Background: an optimization exercise with open tools, aiming at small area, a short achievable clock period and few clock cycles per item. Do not read the settings as production practice.
Only simulation tests tie the RTL to the original design; equivalence was not proved.
No activity file was given, so power comes from the tool's default toggle rates.

==> flow/design.v <==
package olist_pkg;
  localparam int unsigned CAPACITY = 32;
  localparam int unsigned IDX_W    = $clog2(CAPACITY);
  localparam int unsigned CNT_W    = $clog2(CAPACITY + 1);
  localparam int unsigned POS_W    = 6;
  localparam int unsigned VAL_W    = 32;
  localparam int unsigned OP_W     = 2;
  localparam int unsigned ST_W     = 2;
  localparam int unsigned S_DATA_W = ((POS_W + VAL_W + 7) / 8) * 8;
  localparam int unsigned M_DATA_W = ((5 + 6 + 7) / 8) * 8;
  localparam int unsigned RES_W = ST_W + CNT_W + IDX_W;
  localparam int unsigned QDEPTH = 4;
  localparam logic [OP_W-1:0] OP_INSERT = 2'd0;
  localparam logic [OP_W-1:0] OP_DELETE = 2'd1;
  localparam logic [OP_W-1:0] OP_LOCATE = 2'd2;
  localparam logic [ST_W-1:0] ST_OK           = 2'd0;
  localparam logic [ST_W-1:0] ST_FULL         = 2'd1;
  localparam logic [ST_W-1:0] ST_BAD_POSITION = 2'd2;
  localparam logic [ST_W-1:0] ST_NOT_FOUND    = 2'd3;
endpackage
module olist_ram (
  input  logic                                     clk_i,
  input  logic [olist_pkg::CAPACITY-1:0]           hold_i,
  input  logic [olist_pkg::CAPACITY-1:0]           up_i,
  input  logic [olist_pkg::CAPACITY-1:0]           ld_i,
  input  logic [olist_pkg::CAPACITY-1:0]           dn_i,
  input  logic [olist_pkg::VAL_W-1:0]              val_i,
  output logic [olist_pkg::CAPACITY-1:0]           eq_o
);
  localparam int unsigned N = olist_pkg::CAPACITY;
  localparam int unsigned W = olist_pkg::VAL_W;
  logic [W-1:0] mem_q [N];
  logic [W-1:0] mem_d [N];
  always_comb begin
    for (int i = 0; i < N; i++) begin
      logic [W-1:0] lo, hi;
      lo   = (i > 0)     ? mem_q[(i > 0) ? i - 1 : 0] : '0;
      hi   = (i < N - 1) ? mem_q[(i < N - 1) ? i + 1 : i] : '0;
      mem_d[i] = ({W{hold_i[i]}} & mem_q[i])
               | ({W{up_i[i]}}  & lo)
               | ({W{dn_i[i]}}  & hi)
               | ({W{ld_i[i]}}  & val_i);
      eq_o[i] = (mem_q[i] == val_i);
    end
  end
  always_ff @(posedge clk_i) begin
    for (int i = 0; i < N; i++) begin
      mem_q[i] <= mem_d[i];
    end
  end
endmodule
module olist_seq (
  input  logic                          clk_i,
  input  logic                          rst_ni,
  input  logic                          push_i,
  input  logic [olist_pkg::RES_W-1:0]   res_i,
  output logic                          valid_o,
  input  logic                          ready_i,
  output logic [olist_pkg::RES_W-1:0]   res_o
);
  localparam int unsigned D = olist_pkg::QDEPTH;
  localparam int unsigned W = olist_pkg::RES_W;
  logic [W-1:0]           q_q [D];
  logic [$clog2(D+1)-1:0] cnt_q, cnt_d;
  logic                   valid_q;
  logic                   take;
  assign take = valid_q && ready_i;
  always_comb begin
    cnt_d = cnt_q;
    if (push_i && !take) cnt_d = cnt_q + 1'b1;
    if (!push_i && take) cnt_d = cnt_q - 1'b1;
  end
  always_ff @(posedge clk_i or negedge rst_ni) begin
    if (!rst_ni) begin
      cnt_q   <= '0;
      valid_q <= 1'b0;
    end else begin
      cnt_q   <= cnt_d;
      valid_q <= (cnt_d != '0);
    end
  end
  always_ff @(posedge clk_i) begin
    for (int i = 0; i < D; i++) begin
      if (take) begin
        if (i + 1 < D && cnt_q > ($clog2(D+1))'(i + 1)) q_q[i] <= q_q[(i + 1 < D) ? i + 1 : i];
        else q_q[i] <= res_i;
      end else if (cnt_q == ($clog2(D+1))'(i)) begin
        q_q[i] <= res_i;
      end
    end
  end
  assign valid_o = valid_q;
  assign res_o   = q_q[0];
endmodule
module ordered_list_insert_delete_search (
  input  logic                              clk_i,
  input  logic                              rst_ni,
  input  logic                              s_axis_tvalid,
  output logic                              s_axis_tready,
  input  logic [olist_pkg::S_DATA_W-1:0]    s_axis_tdata,
  input  logic [olist_pkg::OP_W-1:0]        s_axis_tuser,
  output logic                              m_axis_tvalid,
  input  logic                              m_axis_tready,
  output logic [olist_pkg::M_DATA_W-1:0]    m_axis_tdata,
  output logic [olist_pkg::ST_W-1:0]        m_axis_tuser
);
  localparam int unsigned N     = olist_pkg::CAPACITY;
  localparam int unsigned CNT_W = olist_pkg::CNT_W;
  localparam int unsigned IDX_W = olist_pkg::IDX_W;
  localparam int unsigned ST_W  = olist_pkg::ST_W;
  localparam int unsigned D     = olist_pkg::QDEPTH;
  logic                   ready_q;
  logic [$clog2(D+1)-1:0] out_q, out_d;
  logic                   accept;
  logic                   take;
  assign accept = s_axis_tvalid && ready_q;
  assign take   = m_axis_tvalid && m_axis_tready;
  always_comb begin
    out_d = out_q;
    if (accept && !take) out_d = out_q + 1'b1;
    if (!accept && take) out_d = out_q - 1'b1;
  end
  always_ff @(posedge clk_i or negedge rst_ni) begin
    if (!rst_ni) out_q <= '0;
    else         out_q <= out_d;
  end
  always_ff @(posedge clk_i) begin
    ready_q <= (out_d < ($clog2(D+1))'(D));
  end
  assign s_axis_tready = ready_q;
  logic                          a_ins, a_del, a_loc, a_v;
  logic [olist_pkg::POS_W-1:0]   a_pos;
  logic [olist_pkg::VAL_W-1:0]   a_val;
  always_ff @(posedge clk_i or negedge rst_ni) begin
    if (!rst_ni) begin
      a_ins <= 1'b0;
      a_del <= 1'b0;
      a_loc <= 1'b0;
      a_v   <= 1'b0;
    end else begin
      a_ins <= accept && (s_axis_tuser == olist_pkg::OP_INSERT);
      a_del <= accept && (s_axis_tuser == olist_pkg::OP_DELETE);
      a_loc <= accept && (s_axis_tuser == olist_pkg::OP_LOCATE);
      a_v   <= accept;
    end
  end
  logic [N-1:0]                  a_slot;
  always_ff @(posedge clk_i) begin
    for (int i = 0; i < N; i++) begin
      a_slot[i] <= (s_axis_tdata[olist_pkg::POS_W-1:0] == olist_pkg::POS_W'(i + 1));
    end
    a_pos <= s_axis_tdata[olist_pkg::POS_W-1:0];
    a_val <= s_axis_tdata[olist_pkg::POS_W+olist_pkg::VAL_W-1:olist_pkg::POS_W];
  end
  logic [CNT_W-1:0] n_q, n_d;
  logic [N-1:0]     nt_q, nt_d;      
  logic             full, p_nz, is_ins, is_del, is_loc;
  logic             ins_go, del_go, ins_ok, del_ok;
  logic [N:0]       therm;           
  logic [N-1:0]     hold, up, ld, dn, eq;
  logic [N-1:0]     ld_sel;          
  assign full   = nt_q[N-1];
  assign p_nz   = (a_pos != '0);
  assign is_ins = a_ins;
  assign is_del = a_del;
  assign is_loc = a_loc;
  assign ins_go = is_ins && !full;
  assign del_go = is_del;
  logic ins_in, del_in;
  always_comb begin
    ins_in = ld_sel[0];
    del_in = 1'b0;
    for (int i = 0; i < N; i++) begin
      if (i > 0) ins_in = ins_in || (ld_sel[i] && nt_q[(i > 0) ? i - 1 : 0]);
      del_in = del_in || (ld_sel[i] && nt_q[i]);
    end
  end
  assign ins_ok = ins_go && ins_in;
  assign del_ok = del_go && del_in;
  always_comb begin
    for (int j = 0; j <= N; j++) begin
      therm[j] = p_nz && (a_pos <= olist_pkg::POS_W'(j));
    end
    for (int i = 0; i < N; i++) begin
      ld_sel[i] = a_slot[i];
      hold[i] = !(therm[i+1] && (ins_go || del_go));
      up[i]   = ins_go && therm[i];
      ld[i]   = ins_go && ld_sel[i];
      dn[i]   = del_go && therm[i+1];
    end
  end
  always_comb begin
    n_d = n_q;
    if (ins_ok) n_d = n_q + 1'b1;
    if (del_ok) n_d = n_q - 1'b1;
  end
  always_comb begin
    nt_d = nt_q;
    if (ins_ok) nt_d = {nt_q[N-2:0], 1'b1};
    if (del_ok) nt_d = {1'b0, nt_q[N-1:1]};
  end
  always_ff @(posedge clk_i or negedge rst_ni) begin
    if (!rst_ni) begin
      n_q  <= '0;
      nt_q <= '0;
    end else begin
      n_q  <= n_d;
      nt_q <= nt_d;
    end
  end
  olist_ram u_ram (
    .clk_i (clk_i),
    .hold_i(hold),
    .up_i  (up),
    .ld_i  (ld),
    .dn_i  (dn),
    .val_i (a_val),
    .eq_o  (eq)
  );
  logic             b_v;
  logic             b_loc;
  logic [ST_W-1:0]  b_st;
  logic [CNT_W-1:0] b_cnt;
  logic [N-1:0]     b_hit;
  always_ff @(posedge clk_i or negedge rst_ni) begin
    if (!rst_ni) b_v <= 1'b0;
    else         b_v <= a_v;
  end
  always_ff @(posedge clk_i) begin
    b_loc <= is_loc;
    b_cnt <= n_d;
    for (int i = 0; i < N; i++) begin
      b_hit[i] <= eq[i] && nt_q[i];
    end
    if (is_ins && full)                         b_st <= olist_pkg::ST_FULL;
    else if ((is_ins && !ins_ok) || (is_del && !del_ok)) b_st <= olist_pkg::ST_BAD_POSITION;
    else                                        b_st <= olist_pkg::ST_OK;
  end
  logic [IDX_W-1:0]     c_idx;
  logic                 c_found;
  logic [ST_W-1:0]      c_st;
  logic [olist_pkg::RES_W-1:0] c_res, q_res;
  always_comb begin
    c_idx   = '0;
    c_found = 1'b0;
    for (int i = N - 1; i >= 0; i--) begin
      if (b_hit[i]) begin
        c_idx   = IDX_W'(i);
        c_found = 1'b1;
      end
    end
    if (b_loc) c_st = c_found ? olist_pkg::ST_OK : olist_pkg::ST_NOT_FOUND;
    else       c_st = b_st;
    c_res = {c_st, b_cnt, b_loc ? c_idx : IDX_W'(0)};
  end
  olist_seq u_q (
    .clk_i   (clk_i),
    .rst_ni  (rst_ni),
    .push_i  (b_v),
    .res_i   (c_res),
    .valid_o (m_axis_tvalid),
    .ready_i (m_axis_tready),
    .res_o   (q_res)
  );
  assign m_axis_tuser = q_res[olist_pkg::RES_W-1 -: ST_W];
  assign m_axis_tdata = olist_pkg::M_DATA_W'({q_res[CNT_W+IDX_W-1:0]});
endmodule
==> flow/run.sh <==
#!/bin/bash
# synth_recipe.tcl (not shown) runs the flow's synth.tcl, then flattens the netlist and writes it again
# the make line also repeats each setting of config.mk as NAME=value (left out here)
make -C /OpenROAD-flow-scripts/flow DESIGN_CONFIG=/design/flow/config.mk WORK_HOME=/design/flow/orfs CLKGATE_MAP_FILE= SYNTH_SCRIPT=/design/flow/synth_recipe.tcl finish
==> flow/config.mk <==
export PLATFORM = sky130hd
export DESIGN_NAME = ordered_list_insert_delete_search
export DESIGN_NICKNAME = ordered_list_insert_delete_search
export VERILOG_FILES = /design/flow/design.v
export SDC_FILE = /design/flow/constraint.sdc
export NUM_CORES = 4
export LEC_CHECK = 0
export CAP_MARGIN = 20
export CORE_MARGIN = 2
export CORE_UTILIZATION = 50
export CTS_BUF_LIST = sky130_fd_sc_hd__clkbuf_16
export CTS_CLUSTER_DIAMETER = 100
export CTS_CLUSTER_SIZE = 24
export SETUP_SLACK_MARGIN = 3.2
export SLEW_MARGIN = 20
==> flow/constraint.sdc <==
create_clock -name core_clock -period 6.0 [get_ports {clk_i}]
set_input_delay 1.2000 -clock core_clock [delete_from_list [all_inputs] [get_ports {clk_i}]]
set_output_delay 1.2000 -clock core_clock [all_outputs]
set_load 0.01 [all_outputs]
==> impl_summary.log, run 1 <==
[metrics] DP Worst Slack: 2.36 ns
[metrics] minimum period implied by the final worst setup slack: 2.86 ns
[metrics] Placed Cells incl. Taps: 8057
[metrics] headroom to the max-slew limit: 21.7%
[metrics] area inside the core boundary: 122000 sq um
[metrics] Max H-tree Level: 2
[metrics] number of distinct library cells after synthesis: 68
[metrics] count of buffers inserted at the top-level ports: 58
[metrics] die area: 125000 sq um
[metrics] global-route wire length before repair: 369 mm
[metrics] worst vdd rail ir drop: 0.249 mV
[metrics] die boundary height: 354 um
[metrics] clock transition at the registers of the reported paths: 0.10 ns
[metrics] largest net degree at the start of global routing: 63
[metrics] dominant cells by area after synthesis: sky130_fd_sc_hd__dfxtp_1, sky130_fd_sc_hd__xnor2_1, sky130_fd_sc_hd__a222oi_1
[metrics] router iterations before antenna repair: 15
[metrics] synthesized instance count: 6868
[metrics] result of the run: no timing/DRC/antenna violations
[metrics] Cell Chain, Critical Path: buf_4 -> xnor2_1 -> nand4_1 -> nor4_1 -> nand3_1 -> nor4_2
[metrics] CP Buf/Inv Count: 1
[metrics] yosys synthesis warning count: 6
[metrics] leakage power: 25.4 nW
[metrics] Clock Sink Count: 1238
[metrics] most frequent cells after synthesis: sky130_fd_sc_hd__nand2_1, sky130_fd_sc_hd__dfxtp_1, sky130_fd_sc_hd__xnor2_1, sky130_fd_sc_hd__a222oi_1, sky130_fd_sc_hd__clkbuf_1
[metrics] PwrDens: 285 nW/um^2
[metrics] most common cell in the netlist: sky130_fd_sc_hd__nand2_1
[metrics] row count: 128
[metrics] I/O Pins: 66
[metrics] Via-to-Cell Ratio: 7.02
[metrics] kind of start point of the critical path: register
[metrics] WL per Instance: 31.6 um
[metrics] number of flops mapped to enable cells by yosys: 52
[metrics] total count of max-transition violations in the final report: 0
[metrics] synthesized area: 61200 sq um
[metrics] total grt overflow: 0
[metrics] min-delay worst type: reg -> reg
[metrics] Residual DRC: 0
[metrics] buffer type at the clock tree root: sky130_fd_sc_hd__clkbuf_16
[metrics] clock tree skew after final layout: 0.0323 ns
[metrics] post-route fraction of the period consumed by the critical path: 47.6%
[metrics] proportion of synthesized chip area in sequential cells: 41.7%
[metrics] proportion of layout cells with a drive suffix above 1: 7.86%
[metrics] kind of end point of the critical path: register
[metrics] type of the worst setup path: reg -> reg
[metrics] Layout Cell Area excl Fill: 65900 sq um
[metrics] RSZ-0062 raised after global routing: true
[metrics] wire length reported by the detailed router: 260 mm
[metrics] Worst Slack Setup Final: 3.14 ns
[metrics] starting utilization of the core area: 50.3%
[metrics] TritonCTS clock tree: yes
[metrics] Post-Synthesis Mean Instance Area: 8.91 sq um
[metrics] total half-perimeter wirelength after legalization and detailed placement: 175 mm
[metrics] DRT iter0 DRCs: 13200
[metrics] clock latency of the later-clocked register in the worst-skew pair: 0.75 ns
[metrics] Routability Congestion: 0.980
[metrics] critical path's slowest cell: sky130_fd_sc_hd__nor4_1
[metrics] Setup violations, final: 0
[metrics] Fmax: 0.350 GHz
[metrics] x dimension of the die: 354 um
[metrics] top cell type by total area after synthesis: sky130_fd_sc_hd__dfxtp_1
[metrics] total number of nets in the final design: 6623
[metrics] area post-placement: 63100 sq um
[metrics] final cell count without fillers: 8218
[metrics] Longest Clk Path Bufs: 3
[metrics] share of synthesized registers carrying an async set or reset: 4.04%
[metrics] number of max-capacitance violations reported: 0
[metrics] most instantiated flip-flop cell in the synthesis netlist: sky130_fd_sc_hd__dfxtp_1
[metrics] Worst EP required: 6.59 ns
[metrics] largest driver fanout on the critical path: 31
[metrics] count of hold-fix buffers inserted at cts: 0
[metrics] worst hold margin: 0.365 ns
[metrics] vias in the first global route: 51700
[metrics] delay of the slowest cell on the worst path: 0.63 ns
[metrics] fraction of post-synthesis cell area in the top cell type by area: 37.1%
[metrics] synthesized flop and latch total: 1238
[metrics] arrival time reported for the critical path endpoint: 3.45 ns
[metrics] number of inserted filler cells in the final layout: 11300
[metrics] internal reg-to-reg setup slack: 3.14 ns
[metrics] actual slew at the worst max-slew pin: 1.16 ns
[metrics] Setup Total Neg Slack: 0 ns
[metrics] total count of hold-check failures in the final report: 0
[metrics] Crit path max-delay family: simple AND/OR/NAND/NOR gates
[metrics] total vias in the final route: 57700
[metrics] number of antenna violations at the first check in global routing: 7
[metrics] Inserted Clock Buffers: 58
[metrics] GRT Util Overall: 38.9%
[metrics] post-synthesis to final-layout area growth: 7.60%
[metrics] number of nets with antenna violations after detailed routing: 0
## metal layers
metal	wire length, um	GRT usage, %	up-vias
met5	13	0	-
met4	11700	14.7	2
met3	35400	9.82	594
met2	108000	56.0	4282
met1	105000	55.6	28000
li1	-	-	24800
## power by group
group	leakage, nW	switching (mW)	total (mW)	internal [mW]
Combinational	14.1	1.74	3.20	1.46
Clock	0.859	2.90	4.69	1.79
Sequential	10.4	1.63	10.9	9.25
Total	25.4	6.26	18.8	12.5
## area by class of cell
type | instances | area (sq um) | share of cell area [%]
antenna | 3 | 7.51 | 0.0114
sequential | 1238 | 25700 | 39.0
clock inverter | 26 | 129 | 0.196
multi-input combinational | 4905 | 33500 | 50.8
inverter | 63 | 236 | 0.359
tap | 1625 | 2030 | 3.09
clock buffer | 59 | 1480 | 2.24
timing repair buffer | 299 | 2840 | 4.31
## stage by stage
step	utilization (%)	total power, mW
after floorplan	-	12.5
after global placement	51.8	13.9
after detailed placement	51.8	14.0
after CTS	53.6	18.5
after global routing	54.1	19.3
final	54.1	18.8
## repair_timing
action / 4_1_cts / 5_1_grt
gates resized for setup: 67 / 41
gates cloned: 5 / 5
pin swaps: 13 / 11
endpoints found under the hold margin: 0 / 0
setup endpoints to repair: 994 / 508
setup buffers: 24 / 38
## path summary, 6_finish.rpt
check	startpoint	to	depth (start not counted)
max	a_val[24]	b_hit[12]	6
min	a_v	b_v	0
max reg2reg	a_val[24]	b_hit[12]	6
min reg2reg	a_v	b_v	0
max in group asynchronous	rst_ni	nt_q[31]	2
min in group asynchronous	rst_ni	a_loc	2
## kinds of logic (layout without fill, tap and decap cells)
family | Yosys count | in the layout | synth area share [%]
buf+inv | 737 | 447 | 4.80
other cells | 1 | 8 | 0.00613
compound gates | 1463 | 1464 | 21.1
flops | 1238 | 1238 | 41.7
mux | 65 | 65 | 1.13
simple gates | 2318 | 2325 | 16.2
fa+ha+maj | 14 | 14 | 0.278
xor+xnor | 1032 | 1032 | 14.8
## state kept, by name, indices dropped and copies added, names as in the netlist
signal,cells
a_ins,1
n_q,6
a_loc,1
b_v,1
u_q.cnt_q,3
b_loc,1
ready_q,1
a_slot,32
u_q.valid_q,1
out_q,3
a_del,1
a_pos,6
u_ram.mem_q,1024
a_v,1
b_st,2
nt_q,32
u_q.q_q,52
b_hit,32
a_val,32
b_cnt,6
## cells in the final DEF, fill, tap and decap left out, types with 61 or more instances in the layout
master / n
sky130_fd_sc_hd__nand2_1: 1703
sky130_fd_sc_hd__dfxtp_1: 1102
sky130_fd_sc_hd__xnor2_1: 881
sky130_fd_sc_hd__a222oi_1: 721
sky130_fd_sc_hd__a22oi_1: 442
sky130_fd_sc_hd__nand4_1: 225
sky130_fd_sc_hd__buf_4: 192
sky130_fd_sc_hd__xor2_1: 151
sky130_fd_sc_hd__a22o_1: 88
sky130_fd_sc_hd__nor4_1: 83
sky130_fd_sc_hd__inv_1: 82
sky130_fd_sc_hd__a221o_1: 80
sky130_fd_sc_hd__nor2_1: 61
Testbench counts, summed over its fixed seeds: cycles 4,824, items 4,800.
==> run 2: changes to the inputs <==
--- a/flow/config.mk
+++ b/flow/config.mk
@@ -13,3 +13,4 @@
 export CTS_CLUSTER_SIZE = 24
-export SETUP_SLACK_MARGIN = 3.2
+export SETUP_SLACK_MARGIN = 3.45
 export SLEW_MARGIN = 20
+export TNS_END_PERCENT = 5
==> run 2 against run 1 <==
Net effect:
- via count increased by 1.9%
- register-to-register slack got worse by 0.09 ns
- clock power grew 1%
- sequential share of layout area decreased by 0.35 points
- combinational power rose by 4%
- critical path depth up 1
- final cell count increased by 0.63%
- sequential power about the same
- area after synthesis is the same
- largest power group unchanged
==> impl_summary.log, run 2 <==
[metrics] number of max-capacitance violations reported: 0 (unchanged)
[metrics] utilization after layout: 54.6% (was 54.1%)
[metrics] proportion of synthesized chip area in sequential cells: 41.7% (unchanged)
[metrics] synthesized instance count: 6868 (unchanged)
[metrics] post-route fraction of the period consumed by the critical path: 49.0% (was 47.6%)
[metrics] Fmax: 0.340 GHz (was 0.350 GHz)
[metrics] number of nets with antenna violations after detailed routing: 0 (unchanged)
[metrics] kind of end point of the critical path: register (unchanged)
[metrics] result of the run: no timing/DRC/antenna violations (unchanged)
[metrics] Worst Hold Path EP: b_v (unchanged)
[metrics] commonest cells after routing, fill and taps aside: sky130_fd_sc_hd__nand2_1, sky130_fd_sc_hd__dfxtp_1, sky130_fd_sc_hd__xnor2_1 (unchanged)
[metrics] number of flops mapped to enable cells by yosys: 52 (unchanged)
[metrics] capture instance of the worst register-to-register path: b_hit[8] (was b_hit[12])
[metrics] leakage power: 25.7 nW (was 25.4 nW)
[metrics] register with the most flip-flops: u_ram.mem_q (unchanged)
[metrics] area inside the core boundary: 122000 sq um (unchanged)
[metrics] Setup violations, final: 0 (unchanged)
[metrics] Clock Sink Count: 1238 (unchanged)
[metrics] largest registers in the final layout: u_ram.mem_q (1024), u_q.q_q (52) (unchanged)
[metrics] arrival time reported for the critical path endpoint: 3.53 ns (was 3.45 ns)
[metrics] WL per Instance: 32.0 um (was 31.6 um)
[metrics] number of antenna violations at the first check in global routing: 4 (was 7)
[metrics] starting utilization of the core area: 50.3% (unchanged)
[metrics] router iterations before antenna repair: 17 (was 15)
[metrics] clock transition at the registers of the reported paths: 0.10 ns (about the same)
[metrics] Worst EP required: 6.59 ns (about the same)
[metrics] cell depth of the worst flop-to-flop path: 7 (was 6)
[metrics] yosys synthesis warning count: 6 (unchanged)
[metrics] depth of the worst hold-timing path: 0 (unchanged)
[metrics] vias in the first global route: 52100 (was 51700)
[metrics] die boundary height: 354 um (unchanged)
[metrics] total half-perimeter wirelength after legalization and detailed placement: 176 mm (was 175 mm)
[metrics] top cell type by total area after synthesis: sky130_fd_sc_hd__dfxtp_1 (unchanged)
[metrics] I/O Pins: 66 (unchanged)
[metrics] Inserted Clock Buffers: 58 (unchanged)
[metrics] share of total power in the clock network: 25.1% (was 25.0%)
[metrics] DRT iter0 DRCs: 13300 (was 13200)
[metrics] worst hold start: a_v (unchanged)
[metrics] x dimension of the die: 354 um (unchanged)
[metrics] global-route wire length before repair: 370 mm (was 369 mm)
[metrics] largest driver fanout on the critical path: 17 (was 31)
[metrics] PwrDens: 285 nW/um^2 (about the same)
[metrics] Max H-tree Level: 2 (unchanged)
[metrics] share of synthesized registers carrying an async set or reset: 4.04% (unchanged)
[metrics] launching point of the worst reg2reg path: a_val[16] (was a_val[24])
[metrics] TritonCTS clock tree: yes (unchanged)
[metrics] kind of start point of the critical path: register (unchanged)
[metrics] Setup Total Neg Slack: 0 ns (unchanged)
[metrics] total number of nets in the final design: 6671 (was 6623)
[metrics] total count of hold-check failures in the final report: 0 (unchanged)
[metrics] GRT Util Overall: 39.0% (was 38.9%)
[metrics] total count of max-transition violations in the final report: 0 (unchanged)
[metrics] Routability Congestion: 0.985 (was 0.980)
[metrics] Post-Synthesis Mean Instance Area: 8.91 sq um (unchanged)
[metrics] most common cell in the netlist: sky130_fd_sc_hd__nand2_1 (unchanged)
[metrics] count of hold-fix buffers inserted at cts: 0 (unchanged)
[metrics] number of flip-flops in the largest register: 1024 (unchanged)
[metrics] total power consumption of the routed design: 19.0 mW (was 18.8 mW)
[metrics] RSZ-0062 raised after global routing: true (unchanged)
[metrics] internal reg-to-reg setup slack: 3.06 ns (was 3.14 ns)
[metrics] count of buffers inserted at the top-level ports: 58 (unchanged)
[metrics] most instantiated flip-flop cell in the synthesis netlist: sky130_fd_sc_hd__dfxtp_1 (unchanged)
[metrics] type of the worst setup path: reg -> reg (unchanged)
[metrics] Seq pwr share: 57.3% (was 58.0%)
[metrics] buffer type at the clock tree root: sky130_fd_sc_hd__clkbuf_16 (unchanged)
[metrics] proportion of layout cells with a drive suffix above 1: 8.55% (was 7.86%)
[metrics] synthesized flop and latch total: 1238 (unchanged)
[metrics] row count: 128 (unchanged)
[metrics] Longest Clk Path Bufs: 3 (unchanged)
[metrics] headroom to the max-slew limit: 26.1% (was 21.7%)
[metrics] actual slew at the worst max-slew pin: 1.10 ns (was 1.16 ns)
[metrics] dominant cells by area after synthesis: sky130_fd_sc_hd__dfxtp_1, sky130_fd_sc_hd__xnor2_1, sky130_fd_sc_hd__a222oi_1 (unchanged)
[metrics] clock tree skew after final layout: 0.0216 ns (was 0.0323 ns)
[metrics] clock latency of the later-clocked register in the worst-skew pair: 0.75 ns (about the same)
[metrics] worst vdd rail ir drop: 0.265 mV (was 0.249 mV)
[metrics] post-synthesis to final-layout area growth: 8.60% (was 7.60%)
[metrics] largest net degree at the start of global routing: 51 (was 63)
[metrics] Power Internal: 12.6 mW (was 12.5 mW)
[metrics] number of inserted filler cells in the final layout: 11200 (was 11300)
[metrics] total vias in the final route: 58800 (was 57700)
[metrics] switching power share of the total: 33.5% (was 33.4%)
[metrics] proportion of power drawn by combinational gates: 17.6% (was 17.0%)
[metrics] total grt overflow: 0 (unchanged)
[metrics] most frequent standard cell in the layout excluding fill and tap cells: sky130_fd_sc_hd__nand2_1 (unchanged)
[metrics] synthesized area: 61200 sq um (unchanged)
[metrics] minimum period implied by the final worst setup slack: 2.94 ns (was 2.86 ns)
[metrics] die area: 125000 sq um (unchanged)
[metrics] Worst Slack Setup Final: 3.06 ns (was 3.14 ns)
[metrics] number of distinct library cells after synthesis: 68 (unchanged)
[metrics] DP Worst Slack: 2.38 ns (was 2.36 ns)
[metrics] min-delay worst type: reg -> reg (unchanged)
[metrics] most frequent cells after synthesis: sky130_fd_sc_hd__nand2_1, sky130_fd_sc_hd__dfxtp_1, sky130_fd_sc_hd__xnor2_1, sky130_fd_sc_hd__a222oi_1, sky130_fd_sc_hd__clkbuf_1 (unchanged)
[metrics] fraction of post-synthesis cell area in the top cell type by area: 37.1% (unchanged)
[metrics] Via-to-Cell Ratio: 7.11 (was 7.02)
[metrics] Sw Pwr: 6.34 mW (was 6.26 mW)
[metrics] Residual DRC: 0 (unchanged)
[metrics] wire length reported by the detailed router: 265 mm (was 260 mm)
run 2: cell families (layout without fill, tap and decap cells):
logic type | count (synthesis) | in the layout | share of synthesized area (%)
AO/OA/AOI/OAI | 1463 | 1465 | 21.1
XOR/XNOR | 1032 | 1032 | 14.8
adder cells (fa/ha/maj) | 14 | 14 | 0.278
buffers and inverters | 737 | 499 | 4.80
flip-flops | 1238 | 1238 | 41.7
multiplexers | 65 | 65 | 1.13
other | 1 | 7 | 0.00613
AND/OR/NAND/NOR | 2318 | 2325 | 16.2
run 2: repair_timing:
item | CTS | global route
gates resized for setup | 49 | 53
gates cloned | 3 | 7
setup endpoints to repair | 1120 | 1078
pin swaps | 8 | 17
setup buffers | 25 | 83
run 2: per-stage QoR:
step	hold slack, ns	instances	instance area [sq um]
after global routing	0.377	8268	66500
after global placement	0.333	8059	63000
after floorplan	0.324	6872	61200
after CTS	0.359	8178	65300
after detailed placement	0.336	8060	63100
final	0.355	8270	66500
run 2: critical path, stage by stage (launching register included):
cell and delay (ns):
sky130_fd_sc_hd__dfxtp_4 0.62, sky130_fd_sc_hd__buf_4 0.37, sky130_fd_sc_hd__buf_4 0.44, sky130_fd_sc_hd__xnor2_1 0.16
sky130_fd_sc_hd__nand4_1 0.11, sky130_fd_sc_hd__nor4_1 0.25, sky130_fd_sc_hd__nand4_1 0.19, sky130_fd_sc_hd__nor4_1 0.60
run 2: worst max path at each step:
stage / slack, ns / cells after the start / endpoint / startpoint
after floorplan: 3.37 / 5 / u_q.q_q[1][10] / m_axis_tready
after global placement: 2.15 / 6 / u_ram.mem_q[2][6] / a_pos[4]
after detailed placement: 2.38 / 8 / u_ram.mem_q[12][2] / a_pos[4]
after CTS: 3.13 / 7 / n_q[1] / nt_q[25]
after global routing: 3.15 / 1 / m_axis_tvalid / u_q.valid_q
final: 3.06 / 7 / b_hit[8] / a_val[16]
run 2: area by class of cell:
class,count,area [sq um],area share (%)
Timing Repair Buffer,346,3360,5.06
Antenna cell,2,5.00,0.00753
Clock inverter,29,136,0.205
Tap cell,1625,2030,3.06
Multi-Input combinational cell,4906,33500,50.4
Sequential cell,1238,25700,38.6
Inverter,63,236,0.356
Clock buffer,61,1530,2.30
run 2: power by group through the flow:
| stage | combinational (mW) | sequential [mW] | clock (mW) |
|---|---|---|---|
| floorplan | 2.35 | 10.2 | 0 |
| global placement | 2.96 | 11.0 | 0 |
| detailed placement | 3.02 | 11.0 | 0 |
| CTS | 3.10 | 10.8 | 4.77 |
| global route | 3.60 | 10.9 | 5.04 |
| finish | 3.33 | 10.9 | 4.76 |
run 2: metal layers:
| metal | global-route usage [%] | share of wire, % | vias up |
|---|---|---|---|
| met3 | 9.61 | 15 | 625 |
| met1 | 55.8 | 39 | 28500 |
| li1 | - | - | 24900 |
| met4 | 14.9 | 4.4 | 6 |
| met5 | 0 | 0.017 | - |
| met2 | 56.2 | 42 | 4717 |
==> run 3: changes to the inputs <==
--- a/flow/config.mk
+++ b/flow/config.mk
@@ -13,4 +13,3 @@
 export CTS_CLUSTER_SIZE = 24
-export SETUP_SLACK_MARGIN = 3.45
+export SETUP_SLACK_MARGIN = 3.55
 export SLEW_MARGIN = 20
-export TNS_END_PERCENT = 5
==> run 3 against run 2 <==
Net effect:
- area after synthesis unchanged
- fmax up 13%
- utilization up 2.7 points
- clock power down 1%
- wire length up 0.19%
- largest power group unchanged
- highest routed layer unchanged
==> impl_summary.log, run 3 <==
[metrics] result of the run: no timing/DRC/antenna violations (unchanged)
[metrics] arrival time reported for the critical path endpoint: 3.23 ns (was 3.53 ns)
[metrics] TritonCTS clock tree: yes (unchanged)
[metrics] dominant cells by area after synthesis: sky130_fd_sc_hd__dfxtp_1, sky130_fd_sc_hd__xnor2_1, sky130_fd_sc_hd__a222oi_1 (unchanged)
[metrics] RSZ-0062 raised after global routing: true (unchanged)
[metrics] number of antenna violations at the first check in global routing: 3 (was 4)
[metrics] router iterations before antenna repair: 14 (was 17)
[metrics] clock transition at the registers of the reported paths: 0.11 ns (was 0.10 ns)
[metrics] Residual DRC: 0 (unchanged)
[metrics] kind of end point of the critical path: register (unchanged)
[metrics] WL per Instance: 31.3 um (was 32.0 um)
[metrics] die boundary height: 354 um (unchanged)
[metrics] actual slew at the worst max-slew pin: 1.07 ns (was 1.10 ns)
[metrics] yosys synthesis warning count: 6 (unchanged)
[metrics] worst hold margin: 0.350 ns (was 0.355 ns)
[metrics] worst vdd rail ir drop: 0.266 mV (was 0.265 mV)
[metrics] total half-perimeter wirelength after legalization and detailed placement: 167 mm (was 176 mm)
[metrics] buffer type at the clock tree root: sky130_fd_sc_hd__clkbuf_16 (unchanged)
[metrics] row count: 128 (unchanged)
[metrics] I/O Pins: 66 (unchanged)
[metrics] min-delay worst type: reg -> reg (unchanged)
[metrics] kind of start point of the critical path: register (unchanged)
[metrics] number of flip-flops in the largest register: 1024 (unchanged)
[metrics] Longest Clk Path Bufs: 3 (unchanged)
[metrics] synthesized area: 61200 sq um (unchanged)
[metrics] most common cell in the netlist: sky130_fd_sc_hd__nand2_1 (unchanged)
[metrics] number of distinct library cells after synthesis: 68 (unchanged)
[metrics] most frequent standard cell in the layout excluding fill and tap cells: sky130_fd_sc_hd__nand2_1 (unchanged)
[metrics] minimum period implied by the final worst setup slack: 2.59 ns (was 2.94 ns)
[metrics] post-synthesis to final-layout area growth: 14.0% (was 8.60%)
[metrics] top cell type by total area after synthesis: sky130_fd_sc_hd__dfxtp_1 (unchanged)
[metrics] Routability Congestion: 0.954 (was 0.985)
[metrics] Max H-tree Level: 2 (unchanged)
[metrics] Clock Sink Count: 1238 (unchanged)
[metrics] number of nets with antenna violations after detailed routing: 0 (unchanged)
[metrics] GRT Util Overall: 38.4% (was 39.0%)
[metrics] wire length reported by the detailed router: 265 mm (about the same)
[metrics] fraction of post-synthesis cell area in the top cell type by area: 37.1% (unchanged)
[metrics] vias in the first global route: 52800 (was 52100)
[metrics] area taken by multi-input logic gates: 34100 sq um (was 33500 sq um)
[metrics] starting utilization of the core area: 50.3% (unchanged)
[metrics] DRT iter0 DRCs: 14000 (was 13300)
[metrics] number of flops mapped to enable cells by yosys: 52 (unchanged)
[metrics] synthesized instance count: 6868 (unchanged)
[metrics] Via-to-Cell Ratio: 7.03 (was 7.11)
[metrics] number of inserted filler cells in the final layout: 10900 (was 11200)
[metrics] clock latency of the later-clocked register in the worst-skew pair: 0.75 ns (about the same)
[metrics] most instantiated flip-flop cell in the synthesis netlist: sky130_fd_sc_hd__dfxtp_1 (unchanged)
[metrics] total count of max-transition violations in the final report: 0 (unchanged)
[metrics] x dimension of the die: 354 um (unchanged)
[metrics] PwrDens: 273 nW/um^2 (was 285 nW/um^2)
[metrics] leakage power: 27.4 nW (was 25.7 nW)
[metrics] largest registers in the final layout: u_ram.mem_q (1024), u_q.q_q (52) (unchanged)
[metrics] headroom to the max-slew limit: 28.3% (was 26.1%)
[metrics] proportion of synthesized chip area in sequential cells: 41.7% (unchanged)
[metrics] Fmax: 0.385 GHz (was 0.340 GHz)
[metrics] Setup violations, final: 0 (unchanged)
[metrics] commonest cells after routing, fill and taps aside: sky130_fd_sc_hd__nand2_1, sky130_fd_sc_hd__dfxtp_1, sky130_fd_sc_hd__xnor2_1 (unchanged)
[metrics] total power consumption of the routed design: 19.1 mW (was 19.0 mW)
[metrics] Worst EP required: 6.63 ns (was 6.59 ns)
[metrics] count of buffers inserted at the top-level ports: 58 (unchanged)
[metrics] number of max-capacitance violations reported: 0 (unchanged)
[metrics] clock tree skew after final layout: 0.0328 ns (was 0.0216 ns)
[metrics] Post-Synthesis Mean Instance Area: 8.91 sq um (unchanged)
[metrics] type of the worst setup path: reg -> reg (unchanged)
[metrics] Storage cell area: 25700 sq um (about the same)
[metrics] post-route fraction of the period consumed by the critical path: 43.2% (was 49.0%)
[metrics] most frequent cells after synthesis: sky130_fd_sc_hd__nand2_1, sky130_fd_sc_hd__dfxtp_1, sky130_fd_sc_hd__xnor2_1, sky130_fd_sc_hd__a222oi_1, sky130_fd_sc_hd__clkbuf_1 (unchanged)
[metrics] synthesized flop and latch total: 1238 (unchanged)
[metrics] global-route wire length before repair: 368 mm (was 370 mm)
[metrics] Inserted Clock Buffers: 58 (unchanged)
[metrics] total count of hold-check failures in the final report: 0 (unchanged)
[metrics] share of synthesized registers carrying an async set or reset: 4.04% (unchanged)
[metrics] total vias in the final route: 59500 (was 58800)
[metrics] register with the most flip-flops: u_ram.mem_q (unchanged)
[metrics] area inside the core boundary: 122000 sq um (unchanged)
[metrics] total grt overflow: 0 (unchanged)
[metrics] Setup Total Neg Slack: 0 ns (unchanged)
[metrics] largest net degree at the start of global routing: 51 (unchanged)
[metrics] largest driver fanout on the critical path: 8 (was 17)
[metrics] total number of nets in the final design: 6869 (was 6671)
[metrics] die area: 125000 sq um (unchanged)
[metrics] proportion of layout cells with a drive suffix above 1: 12.1% (was 8.55%)
## run 3: cell families (layout without fill, tap and decap cells)
logic type / after synthesis / count (layout) / share of synthesized area (%)
AOI/OAI and AO/OA: 1463 / 1468 / 21.1
muxes: 65 / 65 / 1.13
DFF: 1238 / 1238 / 41.7
buffers and inverters: 737 / 680 / 4.80
other: 1 / 6 / 0.00613
adders and majority gates: 14 / 14 / 0.278
xor gates and xnor gates: 1032 / 1032 / 14.8
and+or+nand+nor: 2318 / 2336 / 16.2
## run 3: per-layer routing
| metal | up-vias | GRT usage [%] | share of wire (%) |
|---|---|---|---|
| li1 | 25300 | - | - |
| met1 | 28600 | 54.2 | 39 |
| met2 | 4775 | 57.7 | 43 |
| met3 | 781 | 6.41 | 13 |
| met4 | 2 | 16.7 | 5.3 |
| met5 | - | 0 | 0.0045 |
## run 3: cell type report
class | instances | area share (%)
Antenna cell | 1 | 0.00359
Clock buffer | 59 | 2.12
Clock inverter | 28 | 0.194
Inverter | 63 | 0.346
Multi-Input combinational cell | 4920 | 48.9
Sequential cell | 1238 | 36.8
Tap cell | 1625 | 2.91
Timing Repair Buffer | 530 | 8.71
## run 3: final timing paths
| check | start | to | slack (ns) | depth (start not counted) |
|---|---|---|---|---|
| min | a_loc | b_loc | 0.35 | 0 |
| max | nt_q[31] | u_ram.mem_q[5][2] | 3.41 | 9 |
| min in group asynchronous | rst_ni | a_ins | 0.63 | 2 |
| max in group asynchronous | rst_ni | nt_q[8] | 4.72 | 2 |
| max reg2reg | nt_q[31] | u_ram.mem_q[5][2] | 3.41 | 9 |
| min reg2reg | a_loc | b_loc | 0.35 | 0 |
## run 3: timing repair
action                     in CTS  in global routing
setup endpoints to repair    1116                917
resized for setup             231                202
gates cloned                   12                 48
pin swaps                      24                174
buffers inserted              123                133
hold buffers                    0                  0
## run 3: through the flow
| step | setup WS [ns] | area [sq um] | instances | utilization [%] |
|---|---|---|---|---|
| 6_report | 3.41 | 69800 | 8464 | 57.3 |
| 5_1_grt | 3.31 | 69800 | 8463 | 57.3 |
| 4_1_cts | 3.35 | 66900 | 8282 | 55.0 |
| 3_5_place_dp | 2.51 | 63000 | 8060 | 51.8 |
| 3_3_place_gp | 2.59 | 63000 | 8060 | 51.8 |
| 2_1_floorplan | 3.55 | 61300 | 6872 | - |
## run 3: critical path, stage by stage, from the launching register on
cell and delay, ns:
sky130_fd_sc_hd__dfrtp_2 0.45, sky130_fd_sc_hd__buf_6 0.12, sky130_fd_sc_hd__or4b_4 0.52, sky130_fd_sc_hd__buf_12 0.17, sky130_fd_sc_hd__nor4_4 0.33, sky130_fd_sc_hd__clkbuf_16 0.20
sky130_fd_sc_hd__nor2_4 0.06, sky130_fd_sc_hd__buf_12 0.16, sky130_fd_sc_hd__a222oi_1 0.38, sky130_fd_sc_hd__nand2_1 0.09
## run 3: power breakdown
group          internal (mW)  total (mW)  switching [mW]
logic                   1.64        3.58            1.94
clock network           1.79        4.71            2.92
registers               9.25        10.8            1.53
==> run 4: changes to the inputs <==
--- a/flow/config.mk
+++ b/flow/config.mk
@@ -13,3 +13,3 @@
 export CTS_CLUSTER_SIZE = 24
-export SETUP_SLACK_MARGIN = 3.55
+export SETUP_SLACK_MARGIN = 3.6
 export SLEW_MARGIN = 20
==> run 4 against run 3 <==
Net effect:
- power increased by 0.32%
- sequential power about the same
- utilization increased by 0.31 points
- clock skew decreased by 0.0087 ns
- clock power about the same
- design area increased by 0.53%
- sequential share of layout area decreased by 0.17 points
- count of clock-buffer cells in the layout unchanged
- wire length increased by 1.9%
- synthesized cell count unchanged
==> impl_summary.log, run 4 <==
[metrics] most frequent cells after synthesis: sky130_fd_sc_hd__nand2_1, sky130_fd_sc_hd__dfxtp_1, sky130_fd_sc_hd__xnor2_1, sky130_fd_sc_hd__a222oi_1, sky130_fd_sc_hd__clkbuf_1 (unchanged)
[metrics] largest driver fanout on the critical path: 8 (unchanged)
[metrics] share of synthesized registers carrying an async set or reset: 4.04% (unchanged)
[metrics] DRT iter0 DRCs: 14300 (was 14000)
[metrics] number of flip-flops in the largest register: 1024 (unchanged)
[metrics] Storage cell area: 25700 sq um (about the same)
[metrics] number of antenna violations at the first check in global routing: 6 (was 3)
[metrics] total count of max-transition violations in the final report: 0 (unchanged)
[metrics] row count: 128 (unchanged)
[metrics] result of the run: no timing/DRC/antenna violations (unchanged)
[metrics] number of distinct library cells after synthesis: 68 (unchanged)
[metrics] total vias in the final route: 59800 (was 59500)
[metrics] fraction of post-synthesis cell area in the top cell type by area: 37.1% (unchanged)
[metrics] utilization after layout: 57.6% (was 57.3%)
[metrics] number of flops mapped to enable cells by yosys: 52 (unchanged)
[metrics] die boundary height: 354 um (unchanged)
[metrics] largest registers in the final layout: u_ram.mem_q (1024), u_q.q_q (52) (unchanged)
[metrics] WL per Instance: 31.9 um (was 31.3 um)
[metrics] most frequent standard cell in the layout excluding fill and tap cells: sky130_fd_sc_hd__nand2_1 (unchanged)
[metrics] number of nets with antenna violations after detailed routing: 0 (unchanged)
[metrics] area post-placement: 63000 sq um (about the same)
[metrics] Inserted Clock Buffers: 58 (unchanged)
[metrics] minimum period implied by the final worst setup slack: 2.51 ns (was 2.59 ns)
[metrics] Residual DRC: 0 (unchanged)
[metrics] post-route fraction of the period consumed by the critical path: 41.9% (was 43.2%)
[metrics] x dimension of the die: 354 um (unchanged)
[metrics] Routability Congestion: 0.973 (was 0.954)
[metrics] total half-perimeter wirelength after legalization and detailed placement: 164 mm (was 167 mm)
[metrics] actual slew at the worst max-slew pin: 1.07 ns (about the same)
[metrics] top cell type by total area after synthesis: sky130_fd_sc_hd__dfxtp_1 (unchanged)
[metrics] largest net degree at the start of global routing: 65 (was 51)
[metrics] Worst EP required: 6.62 ns (was 6.63 ns)
[metrics] Layout Cell Area excl Fill: 70200 sq um (was 69800 sq um)
[metrics] total number of nets in the final design: 6874 (was 6869)
[metrics] CP Buf/Inv Count: 3 (was 4)
[metrics] worst vdd rail ir drop: 0.249 mV (was 0.266 mV)
[metrics] clock transition at the registers of the reported paths: 0.10 ns (was 0.11 ns)
[metrics] area taken by multi-input logic gates: 34300 sq um (was 34100 sq um)
[metrics] yosys synthesis warning count: 6 (unchanged)
[metrics] most common cell in the netlist: sky130_fd_sc_hd__nand2_1 (unchanged)
[metrics] TritonCTS clock tree: yes (unchanged)
[metrics] post-synthesis to final-layout area growth: 14.6% (was 14.0%)
[metrics] clock latency of the later-clocked register in the worst-skew pair: 0.75 ns (about the same)
[metrics] register with the most flip-flops: u_ram.mem_q (unchanged)
[metrics] synthesized instance count: 6868 (unchanged)
[metrics] Via-to-Cell Ratio: 7.06 (was 7.03)
[metrics] die area: 125000 sq um (unchanged)
[metrics] kind of end point of the critical path: register (unchanged)
[metrics] worst hold margin: 0.359 ns (was 0.350 ns)
[metrics] total grt overflow: 0 (unchanged)
[metrics] number of max-capacitance violations reported: 0 (unchanged)
[metrics] Longest Clk Path Bufs: 3 (unchanged)
[metrics] Setup Total Neg Slack: 0 ns (unchanged)
[metrics] final cell count without fillers: 8472 (was 8464)
[metrics] min-delay worst type: reg -> reg (unchanged)
[metrics] leakage power: 27.5 nW (was 27.4 nW)
[metrics] proportion of synthesized chip area in sequential cells: 41.7% (unchanged)
[metrics] Clock Sink Count: 1238 (unchanged)
[metrics] Cell Chain, Critical Path: or4b_4 -> buf_12 -> nor4_4 -> clkbuf_16 -> nor2_4 -> buf_12 -> a222oi_1 -> nand2_1 (was buf_6 -> or4b_4 -> buf_12 -> nor4_4 -> clkbuf_16 -> nor2_4 -> buf_12 -> a222oi_1 -> nand2_1)
[metrics] I/O Pins: 66 (unchanged)
[metrics] count of buffers inserted at the top-level ports: 58 (unchanged)
[metrics] Setup violations, final: 0 (unchanged)
[metrics] Crit path max-delay family: simple AND/OR/NAND/NOR gates (unchanged)
[metrics] number of inserted filler cells in the final layout: 10800 (was 10900)
[metrics] wire length reported by the detailed router: 270 mm (was 265 mm)
[metrics] arrival time reported for the critical path endpoint: 3.14 ns (was 3.23 ns)
[metrics] count of hold-fix buffers inserted at cts: 0 (unchanged)
[metrics] delay of the slowest cell on the worst path: 0.63 ns (was 0.52 ns)
[metrics] GRT Util Overall: 39.7% (was 38.4%)
[metrics] area inside the core boundary: 122000 sq um (unchanged)
[metrics] synthesized flop and latch total: 1238 (unchanged)
[metrics] router iterations before antenna repair: 13 (was 14)
[metrics] Max H-tree Level: 2 (unchanged)
[metrics] total count of hold-check failures in the final report: 0 (unchanged)
[metrics] commonest cells after routing, fill and taps aside: sky130_fd_sc_hd__nand2_1, sky130_fd_sc_hd__dfxtp_1, sky130_fd_sc_hd__xnor2_1 (unchanged)
[metrics] headroom to the max-slew limit: 28.7% (was 28.3%)
[metrics] Placed Cells incl. Taps: 8054 (was 8060)
[metrics] clock tree skew after final layout: 0.0241 ns (was 0.0328 ns)
[metrics] critical path's slowest cell: sky130_fd_sc_hd__or4b_4 (unchanged)
[metrics] kind of start point of the critical path: register (unchanged)
[metrics] starting utilization of the core area: 50.3% (unchanged)
[metrics] Post-Synthesis Mean Instance Area: 8.91 sq um (unchanged)
[metrics] dominant cell type by count on the critical path: sky130_fd_sc_hd__buf_12 (unchanged)
[metrics] proportion of layout cells with a drive suffix above 1: 12.8% (was 12.1%)
[metrics] Fmax: 0.398 GHz (was 0.385 GHz)
[metrics] PwrDens: 273 nW/um^2 (about the same)
[metrics] type of the worst setup path: reg -> reg (unchanged)
[metrics] synthesized area: 61200 sq um (unchanged)
[metrics] global-route wire length before repair: 377 mm (was 368 mm)
[metrics] dominant cells by area after synthesis: sky130_fd_sc_hd__dfxtp_1, sky130_fd_sc_hd__xnor2_1, sky130_fd_sc_hd__a222oi_1 (unchanged)
[metrics] RSZ-0062 raised after global routing: true (unchanged)
[metrics] most instantiated flip-flop cell in the synthesis netlist: sky130_fd_sc_hd__dfxtp_1 (unchanged)
[metrics] vias in the first global route: 53100 (was 52800)
[metrics] buffer type at the clock tree root: sky130_fd_sc_hd__clkbuf_16 (unchanged)
-- run 4: per-layer routing --
layer	track usage (%)	wire, um
met5	0	53
met4	19.9	17000
met3	8.16	37100
met2	57.7	112000
met1	55.6	103000
-- run 4: stage by stage --
stage	worst slack (ns)	power (mW)
floorplan	3.60	12.6
global placement	2.48	13.9
detailed placement	2.45	13.9
CTS	3.45	18.7
global route	3.41	19.7
finish	3.49	19.1
-- run 4: kinds of logic after synthesis --
kind of cell	share of synthesized area, %
XOR/XNOR	14.8
adder cells (fa/ha/maj)	0.278
buffers and inverters	4.80
AO/OA/AOI/OAI	21.1
flip-flops	41.7
AND/OR/NAND/NOR	16.2
multiplexers	1.13
other	0.00613
-- run 4: worst reg2reg max path, cell delays in order (launching register included) --
cell and delay [ns]:
sky130_fd_sc_hd__dfrtp_2 0.47, sky130_fd_sc_hd__or4b_4 0.63, sky130_fd_sc_hd__buf_12 0.18, sky130_fd_sc_hd__nor4_4 0.27, sky130_fd_sc_hd__clkbuf_16 0.20, sky130_fd_sc_hd__nor2_4 0.05, sky130_fd_sc_hd__buf_12 0.14, sky130_fd_sc_hd__a222oi_1 0.37
sky130_fd_sc_hd__nand2_1 0.09
-- run 4: final cells by class --
cell class / instances / area share (%)
sequential: 1238 / 36.7
clock buffer: 59 / 2.10
antenna: 3 / 0.0107
tap: 1625 / 2.90
multi-input combinational: 4921 / 48.9
inverter: 63 / 0.350
timing repair buffer: 534 / 8.89
clock inverter: 29 / 0.191
-- run 4: worst paths after layout --
check                         start                 end  slack, ns  cells after the start
hold reg to reg                 a_v                 b_v       0.36                      0
hold / removal                  a_v                 b_v       0.36                      0
setup reg to reg           nt_q[31]  u_ram.mem_q[5][25]       3.49                      8
setup / recovery           nt_q[31]  u_ram.mem_q[5][25]       3.49                      8
max in group asynchronous    rst_ni             nt_q[2]       4.77                      2
min in group asynchronous    rst_ni               a_ins       0.63                      2
-- run 4: report_power, final --
part           internal, mW  total, mW  switching [mW]
logic                  1.65       3.66            2.01
clock network          1.79       4.71            2.92
registers              9.25       10.8            1.50
-- run 4: repair_timing --
item,4_1_cts,5_1_grt
resized for setup,259,208
setup buffers,148,112
pin swaps,29,118
endpoints found under the setup margin,1117,915
cloned,21,46
==> run 5: changes to the inputs <==
--- a/flow/config.mk
+++ b/flow/config.mk
@@ -13,3 +13,3 @@
 export CTS_CLUSTER_SIZE = 24
-export SETUP_SLACK_MARGIN = 3.6
+export SETUP_SLACK_MARGIN = 3.65
 export SLEW_MARGIN = 20
==> run 5 against run 4 <==
Net effect:
- highest routed layer unchanged
- sequential cell count did not move
- critical path type unchanged
- non-clock buffer count rose by 24
- die area did not move
- still clean
- sequential power barely moved
- count of clock-buffer cells in the layout did not move
==> impl_summary.log, run 5 <==
[metrics] row count: 128 (unchanged)
[metrics] largest net degree at the start of global routing: 64 (was 65)
[metrics] total grt overflow: 0 (unchanged)
[metrics] area taken by multi-input logic gates: 35200 sq um (was 34300 sq um)
[metrics] worst hold margin: 0.354 ns (was 0.359 ns)
[metrics] utilization after layout: 59.2% (was 57.6%)
[metrics] die area: 125000 sq um (unchanged)
[metrics] RSZ-0062 raised after global routing: true (unchanged)
[metrics] wire length reported by the detailed router: 274 mm (was 270 mm)
[metrics] clock tree skew after final layout: 0.0506 ns (was 0.0241 ns)
[metrics] minimum period implied by the final worst setup slack: 2.59 ns (was 2.51 ns)
[metrics] CP Buf/Inv Count: 6 (was 3)
[metrics] TritonCTS clock tree: yes (unchanged)
[metrics] delay of the slowest cell on the worst path: 0.58 ns (was 0.63 ns)
[metrics] WL per Instance: 32.3 um (was 31.9 um)
[metrics] headroom to the max-slew limit: 31.5% (was 28.7%)
[metrics] post-route fraction of the period consumed by the critical path: 43.2% (was 41.9%)
[metrics] kind of start point of the critical path: register (unchanged)
[metrics] synthesized flop and latch total: 1238 (unchanged)
[metrics] most frequent cells after synthesis: sky130_fd_sc_hd__nand2_1, sky130_fd_sc_hd__dfxtp_1, sky130_fd_sc_hd__xnor2_1, sky130_fd_sc_hd__a222oi_1, sky130_fd_sc_hd__clkbuf_1 (unchanged)
[metrics] critical path's slowest cell: sky130_fd_sc_hd__or4_4 (was sky130_fd_sc_hd__or4b_4)
[metrics] top cell type by total area after synthesis: sky130_fd_sc_hd__dfxtp_1 (unchanged)
[metrics] Seq pwr share: 55.9% (was 56.2%)
[metrics] Clock Sink Count: 1238 (unchanged)
[metrics] router iterations before antenna repair: 14 (was 13)
[metrics] number of flops mapped to enable cells by yosys: 52 (unchanged)
[metrics] DRT iter0 DRCs: 13800 (was 14300)
[metrics] Sw Pwr: 6.54 mW (was 6.43 mW)
[metrics] number of distinct library cells after synthesis: 68 (unchanged)
[metrics] total number of nets in the final design: 6905 (was 6874)
[metrics] Crit path max-delay family: simple AND/OR/NAND/NOR gates (unchanged)
[metrics] Cell Chain, Critical Path: buf_12 -> or4_4 -> buf_4 -> buf_6 -> buf_6 -> nand2_8 -> nor2_4 -> buf_12 -> buf_4 -> a222oi_1 -> nand2_1 (was or4b_4 -> buf_12 -> nor4_4 -> clkbuf_16 -> nor2_4 -> buf_12 -> a222oi_1 -> nand2_1)
[metrics] Max H-tree Level: 2 (unchanged)
[metrics] cell depth of the worst flop-to-flop path: 11 (was 8)
[metrics] most frequent standard cell in the layout excluding fill and tap cells: sky130_fd_sc_hd__nand2_1 (unchanged)
[metrics] total count of max-transition violations in the final report: 0 (unchanged)
[metrics] worst vdd rail ir drop: 0.266 mV (was 0.249 mV)
[metrics] largest driver fanout on the critical path: 5 (was 8)
[metrics] dominant cells by area after synthesis: sky130_fd_sc_hd__dfxtp_1, sky130_fd_sc_hd__xnor2_1, sky130_fd_sc_hd__a222oi_1 (unchanged)
[metrics] total count of hold-check failures in the final report: 0 (unchanged)
[metrics] clock transition at the registers of the reported paths: 0.11 ns (was 0.10 ns)
[metrics] global-route wire length before repair: 386 mm (was 377 mm)
[metrics] buffer type at the clock tree root: sky130_fd_sc_hd__clkbuf_16 (unchanged)
[metrics] Inserted Clock Buffers: 58 (unchanged)
[metrics] Worst EP required: 6.63 ns (was 6.62 ns)
[metrics] kind of end point of the critical path: register (unchanged)
[metrics] total vias in the final route: 60600 (was 59800)
[metrics] area inside the core boundary: 122000 sq um (unchanged)
[metrics] actual slew at the worst max-slew pin: 1.03 ns (was 1.07 ns)
[metrics] Post-Synthesis Mean Instance Area: 8.91 sq um (unchanged)
[metrics] starting utilization of the core area: 50.3% (unchanged)
[metrics] depth of the worst hold-timing path: 0 (unchanged)
[metrics] Storage cell area: 25700 sq um (about the same)
[metrics] Setup violations, final: 0 (unchanged)
[metrics] switching power share of the total: 33.9% (was 33.6%)
[metrics] register with the most flip-flops: u_ram.mem_q (unchanged)
[metrics] commonest cells after routing, fill and taps aside: sky130_fd_sc_hd__nand2_1, sky130_fd_sc_hd__dfxtp_1, sky130_fd_sc_hd__xnor2_1 (unchanged)
[metrics] synthesized area: 61200 sq um (unchanged)
[metrics] number of flip-flops in the largest register: 1024 (unchanged)
[metrics] most instantiated flip-flop cell in the synthesis netlist: sky130_fd_sc_hd__dfxtp_1 (unchanged)
[metrics] largest registers in the final layout: u_ram.mem_q (1024), u_q.q_q (52) (unchanged)
[metrics] proportion of power drawn by combinational gates: 19.6% (was 19.2%)
[metrics] clock latency of the later-clocked register in the worst-skew pair: 0.77 ns (was 0.75 ns)
[metrics] min-delay worst type: reg -> reg (unchanged)
[metrics] Worst path depth: 11 (was 8)
[metrics] x dimension of the die: 354 um (unchanged)
[metrics] I/O Pins: 66 (unchanged)
[metrics] GRT Util Overall: 40.6% (was 39.7%)
[metrics] fraction of post-synthesis cell area in the top cell type by area: 37.1% (unchanged)
[metrics] total half-perimeter wirelength after legalization and detailed placement: 164 mm (about the same)
[metrics] vias in the first global route: 54200 (was 53100)
[metrics] arrival time reported for the critical path endpoint: 3.23 ns (was 3.14 ns)
[metrics] synthesized instance count: 6868 (unchanged)
[metrics] post-synthesis to final-layout area growth: 17.8% (was 14.6%)
[metrics] share of total power in the clock network: 24.5% (was 24.6%)
[metrics] Via-to-Cell Ratio: 7.13 (was 7.06)
[metrics] result of the run: no timing/DRC/antenna violations (unchanged)
[metrics] most common cell in the netlist: sky130_fd_sc_hd__nand2_1 (unchanged)
[metrics] proportion of layout cells with a drive suffix above 1: 15.2% (was 12.8%)
[metrics] count of buffers inserted at the top-level ports: 58 (unchanged)
[metrics] number of nets with antenna violations after detailed routing: 0 (unchanged)
[metrics] number of max-capacitance violations reported: 0 (unchanged)
[metrics] number of inserted filler cells in the final layout: 10600 (was 10800)
[metrics] proportion of synthesized chip area in sequential cells: 41.7% (unchanged)
[metrics] Fmax: 0.385 GHz (was 0.398 GHz)
[metrics] Longest Clk Path Bufs: 3 (unchanged)
[metrics] PwrDens: 268 nW/um^2 (was 273 nW/um^2)
[metrics] type of the worst setup path: reg -> reg (unchanged)
[metrics] Power Internal: 12.7 mW (about the same)
[metrics] Routability Congestion: 0.959 (was 0.973)
[metrics] leakage power: 28.1 nW (was 27.5 nW)
[metrics] die boundary height: 354 um (unchanged)
[metrics] Residual DRC: 0 (unchanged)
[metrics] Setup Total Neg Slack: 0 ns (unchanged)
[metrics] yosys synthesis warning count: 6 (unchanged)
[metrics] share of synthesized registers carrying an async set or reset: 4.04% (unchanged)
[metrics] number of antenna violations at the first check in global routing: 5 (was 6)
[run 5: cell counts after synthesis]
Identical to the previous run, type by type.
[run 5: power by group through the flow]
stage / sequential, mW / combinational, mW / clock [mW]
after CTS: 10.6 / 3.55 / 4.70
final: 10.8 / 3.79 / 4.72
after global routing: 10.8 / 4.03 / 4.97
after floorplan: 10.2 / 2.37 / 0
after global placement: 10.9 / 2.97 / 0
after detailed placement: 10.9 / 3.03 / 0
[run 5: cells by family (layout without fill, tap and decap cells)]
kind of cell	after synthesis	after routing	share of synthesized area, %
adder cells (fa/ha/maj)	14	14	0.278
XOR/XNOR	1032	1032	14.8
AND/OR/NAND/NOR	2318	2340	16.2
buffers and inverters	737	707	4.80
AO/OA/AOI/OAI	1463	1472	21.1
flip-flops	1238	1238	41.7
multiplexers	65	65	1.13
other	1	9	0.00613
[run 5: through the flow]
stage | power (mW) | cell area [sq um] | worst slack [ns] | std cells
finish | 19.3 | 72100 | 3.41 | 8502
global route | 19.8 | 72100 | 3.38 | 8498
CTS | 18.9 | 69500 | 3.44 | 8398
detailed placement | 14.0 | 63000 | 2.54 | 8044
global placement | 13.9 | 63000 | 2.64 | 8044
floorplan | 12.6 | 61300 | 3.65 | 6872
[run 5: worst paths after layout]
check                              start                end  slack [ns]
worst max-delay path            a_pos[2]  u_ram.mem_q[8][7]        3.41
worst min-delay path                 a_v                b_v        0.35
worst max register to register  a_pos[2]  u_ram.mem_q[8][7]        3.41
worst min register to register       a_v                b_v        0.35
max in group asynchronous         rst_ni           nt_q[18]        4.77
min in group asynchronous         rst_ni              a_ins        0.63
[run 5: area by class of cell]
type | count | area share [%]
multi-input combinational | 4928 | 48.8
clock inverter | 27 | 0.186
inverter | 63 | 0.340
clock buffer | 59 | 2.05
tap | 1625 | 2.82
timing repair buffer | 558 | 10.1
sequential | 1238 | 35.7
antenna | 4 | 0.0139
[run 5: routing by layer]
layer | global-route usage, % | vias up | wire length (um)
met2 | 59.8 | 4956 | 116000
met3 | 8.62 | 861 | 37300
met4 | 18.4 | 6 | 16000
met1 | 56.8 | 29400 | 106000
li1 | - | 25400 | -
met5 | 0 | - | 34
[run 5: repair_timing]
item / CTS / global route
gates cloned: 59 / 38
gates resized for setup: 427 / 331
endpoints found under the setup margin: 1138 / 1044
hold buffers: 0 / 0
setup buffers: 209 / 62
pin swaps: 189 / 448
==> run 6: changes to the inputs <==
--- a/flow/config.mk
+++ b/flow/config.mk
@@ -7,5 +7,5 @@
 export LEC_CHECK = 0
-export CAP_MARGIN = 20
+export CAP_MARGIN = 10
 export CORE_MARGIN = 2
-export CORE_UTILIZATION = 50
+export CORE_UTILIZATION = 60
 export CTS_BUF_LIST = sky130_fd_sc_hd__clkbuf_16
@@ -13,3 +13,3 @@
 export CTS_CLUSTER_SIZE = 24
-export SETUP_SLACK_MARGIN = 3.65
-export SLEW_MARGIN = 20
+export SETUP_SLACK_MARGIN = 3.3
+export SLEW_MARGIN = 10
==> run 6 against run 5 <==
Net effect:
- still clean
- power decreased by 2.1%
- wire length decreased by 3.6%
- utilization increased by 6.4 points
- die area decreased by 16%
- largest cell class unchanged
==> impl_summary.log, run 6 <==
[metrics] row count: 117 (was 128)
[metrics] mux contribution to synthesized area: 1.13% (unchanged)
[metrics] kind of end point of the critical path: register (unchanged)
[metrics] most frequent cells after synthesis: sky130_fd_sc_hd__nand2_1, sky130_fd_sc_hd__dfxtp_1, sky130_fd_sc_hd__xnor2_1, sky130_fd_sc_hd__a222oi_1, sky130_fd_sc_hd__clkbuf_1 (unchanged)
[metrics] headroom to the max-slew limit: 15.2% (was 31.5%)
[metrics] leakage power: 26.0 nW (was 28.1 nW)
[metrics] total count of hold-check failures in the final report: 0 (unchanged)
[metrics] type of the worst setup path: reg -> reg (unchanged)
[metrics] total grt overflow: 0 (unchanged)
[metrics] area post-placement: 62600 sq um (was 63000 sq um)
[metrics] post-route fraction of the period consumed by the critical path: 46.8% (was 43.2%)
[metrics] result of the run: no timing/DRC/antenna violations (unchanged)
[metrics] Clock Sink Count: 1238 (unchanged)
[metrics] Post-Synth XOR/XNOR Area: 14.8% (unchanged)
[metrics] Storage cell area: 25700 sq um (about the same)
[metrics] yosys synthesis warning count: 6 (unchanged)
[metrics] wire length reported by the detailed router: 265 mm (was 274 mm)
[metrics] Simple-Gate Fraction of Synth Area: 16.2% (unchanged)
[metrics] dominant cells by area after synthesis: sky130_fd_sc_hd__dfxtp_1, sky130_fd_sc_hd__xnor2_1, sky130_fd_sc_hd__a222oi_1 (unchanged)
[metrics] most common cell in the netlist: sky130_fd_sc_hd__nand2_1 (unchanged)
[metrics] synthesized flop and latch total: 1238 (unchanged)
[metrics] router iterations before antenna repair: 20 (was 14)
[metrics] WL per Instance: 32.9 um (was 32.3 um)
[metrics] top cell type by total area after synthesis: sky130_fd_sc_hd__dfxtp_1 (unchanged)
[metrics] depth of the worst hold-timing path: 0 (unchanged)
[metrics] Setup Total Neg Slack: 0 ns (unchanged)
[metrics] total half-perimeter wirelength after legalization and detailed placement: 168 mm (was 164 mm)
[metrics] count of hold-fix buffers inserted at cts: 0 (unchanged)
[metrics] die area: 105000 sq um (was 125000 sq um)
[metrics] Setup violations, final: 0 (unchanged)
[metrics] fraction of post-synthesis cell area in the top cell type by area: 37.1% (unchanged)
[metrics] cell depth of the worst flop-to-flop path: 6 (was 11)
[metrics] Fmax: 0.356 GHz (was 0.385 GHz)
[metrics] synthesized area: 61200 sq um (unchanged)
[metrics] number of nets with antenna violations after detailed routing: 0 (unchanged)
[metrics] Via-to-Cell Ratio: 7.42 (was 7.13)
[metrics] GRT Util Overall: 47.9% (was 40.6%)
[metrics] worst vdd rail ir drop: 0.227 mV (was 0.266 mV)
[metrics] most frequent standard cell in the layout excluding fill and tap cells: sky130_fd_sc_hd__nand2_1 (unchanged)
[metrics] most congested layer reported by global routing: met2 (unchanged)
[metrics] number of distinct library cells after synthesis: 68 (unchanged)
[metrics] total number of nets in the final design: 6693 (was 6905)
[metrics] x dimension of the die: 323 um (was 354 um)
[metrics] number of inserted filler cells in the final layout: 8627 (was 10600)
[metrics] kind of start point of the critical path: register (unchanged)
[metrics] clock latency of the later-clocked register in the worst-skew pair: 0.74 ns (was 0.77 ns)
[metrics] Worst Slack Setup Final: 3.19 ns (was 3.41 ns)
[metrics] starting utilization of the core area: 60.3% (was 50.3%)
[metrics] Max H-tree Level: 2 (unchanged)
run 6: cell counts after synthesis:
No cell type changed its count.
run 6: layer usage:
metal / vias to the layer above / part of all wire [%]
met5: - / 0.016
met4: 6 / 7.4
met3: 1026 / 16
met2: 5262 / 41
met1: 28400 / 36
li1: 24900 / -
run 6: path summary, 6_finish.rpt:
check                      startpoint                   to  slack, ns
min in group asynchronous      rst_ni             nt_q[22]       0.65
max                          a_pos[5]  u_ram.mem_q[29][12]       3.19
max in group asynchronous      rst_ni                a_del       4.68
min                             a_loc                b_loc       0.35
max reg2reg                  a_pos[5]  u_ram.mem_q[29][12]       3.19
min reg2reg                     a_loc                b_loc       0.35
run 6: layout make-up:
cell class / count / share of cell area (%)
antenna: 8 / 0.0301
clock buffer: 57 / 2.14
clock inverter: 29 / 0.207
inverter: 63 / 0.355
multi-input combinational: 4903 / 50.3
sequential: 1238 / 38.6
tap: 1368 / 2.57
timing repair buffer: 372 / 5.79
run 6: report_power, final:
part,switching (mW),total (mW),internal (mW)
clock,2.84,4.60,1.77
sequential,1.60,10.8,9.25
combinational,1.90,3.43,1.53
total,6.33,18.9,12.5
run 6: cells by family (layout without fill, tap and decap cells):
logic type,after synthesis,count (layout)
other cells,1,13
fa+ha+maj,14,14
compound gates,1463,1463
buf+inv,737,521
xor+xnor,1032,1032
mux,65,65
simple gates,2318,2324
flops,1238,1238
run 6: critical path, cell delays in order (launching register included):
cell and delay (ns):
sky130_fd_sc_hd__dfxtp_1 0.31, sky130_fd_sc_hd__buf_4 0.20, sky130_fd_sc_hd__inv_1 0.53, sky130_fd_sc_hd__o21ai_1 0.51
sky130_fd_sc_hd__nor2_2 0.88, sky130_fd_sc_hd__a22oi_1 0.20, sky130_fd_sc_hd__nand2_1 0.10
run 6: stage by stage:
| stage | util (%) | power [mW] | hold WS [ns] |
|---|---|---|---|
| 6_report | 65.6 | 18.9 | 0.353 |
| 5_1_grt | 65.6 | 19.3 | 0.356 |
| 4_1_cts | 64.5 | 18.5 | 0.353 |
| 3_5_place_dp | 61.8 | 14.0 | 0.333 |
| 3_3_place_gp | 61.8 | 13.9 | 0.327 |
| 2_1_floorplan | - | 12.6 | 0.324 |
run 6: what timing repair did:
action	in CTS	in global routing
gates resized for setup	86	61
setup buffers	62	78
gates cloned	4	6
pin swaps	11	18
setup endpoints to repair	1068	528

separate check: timing with driven ports:
The flow's constraints put no driver on any port. The routed layouts listed below were extracted and timed again, unchanged, in two steps. Step 1: set_driving_cell puts a clkbuf_16 on clk_i and a buf_2 on each other input, an assumption about the parent block. Step 2, shift: input delay + t, output delay - t, t = (earliest + latest rising clock arrival at the registers) / 2. This alone moves slack from input paths to output paths. Slacks: ideal ports / drivers / drivers and shift; pairs: ideal ports / drivers.
run	t, ns	setup WS [ns]
run 1	0.815	3.143 / 3.143 / 2.676
run 2	0.819	3.058 / 3.058 / 2.766
run 3	0.811	3.405 / 3.405 / 2.969
run 4	0.817	3.488 / 3.425 / 2.952
run 5	0.828	3.406 / 3.401 / 3.073
run 6	0.790	3.189 / 3.189 / 2.648
After both steps every run listed still meets setup and hold.
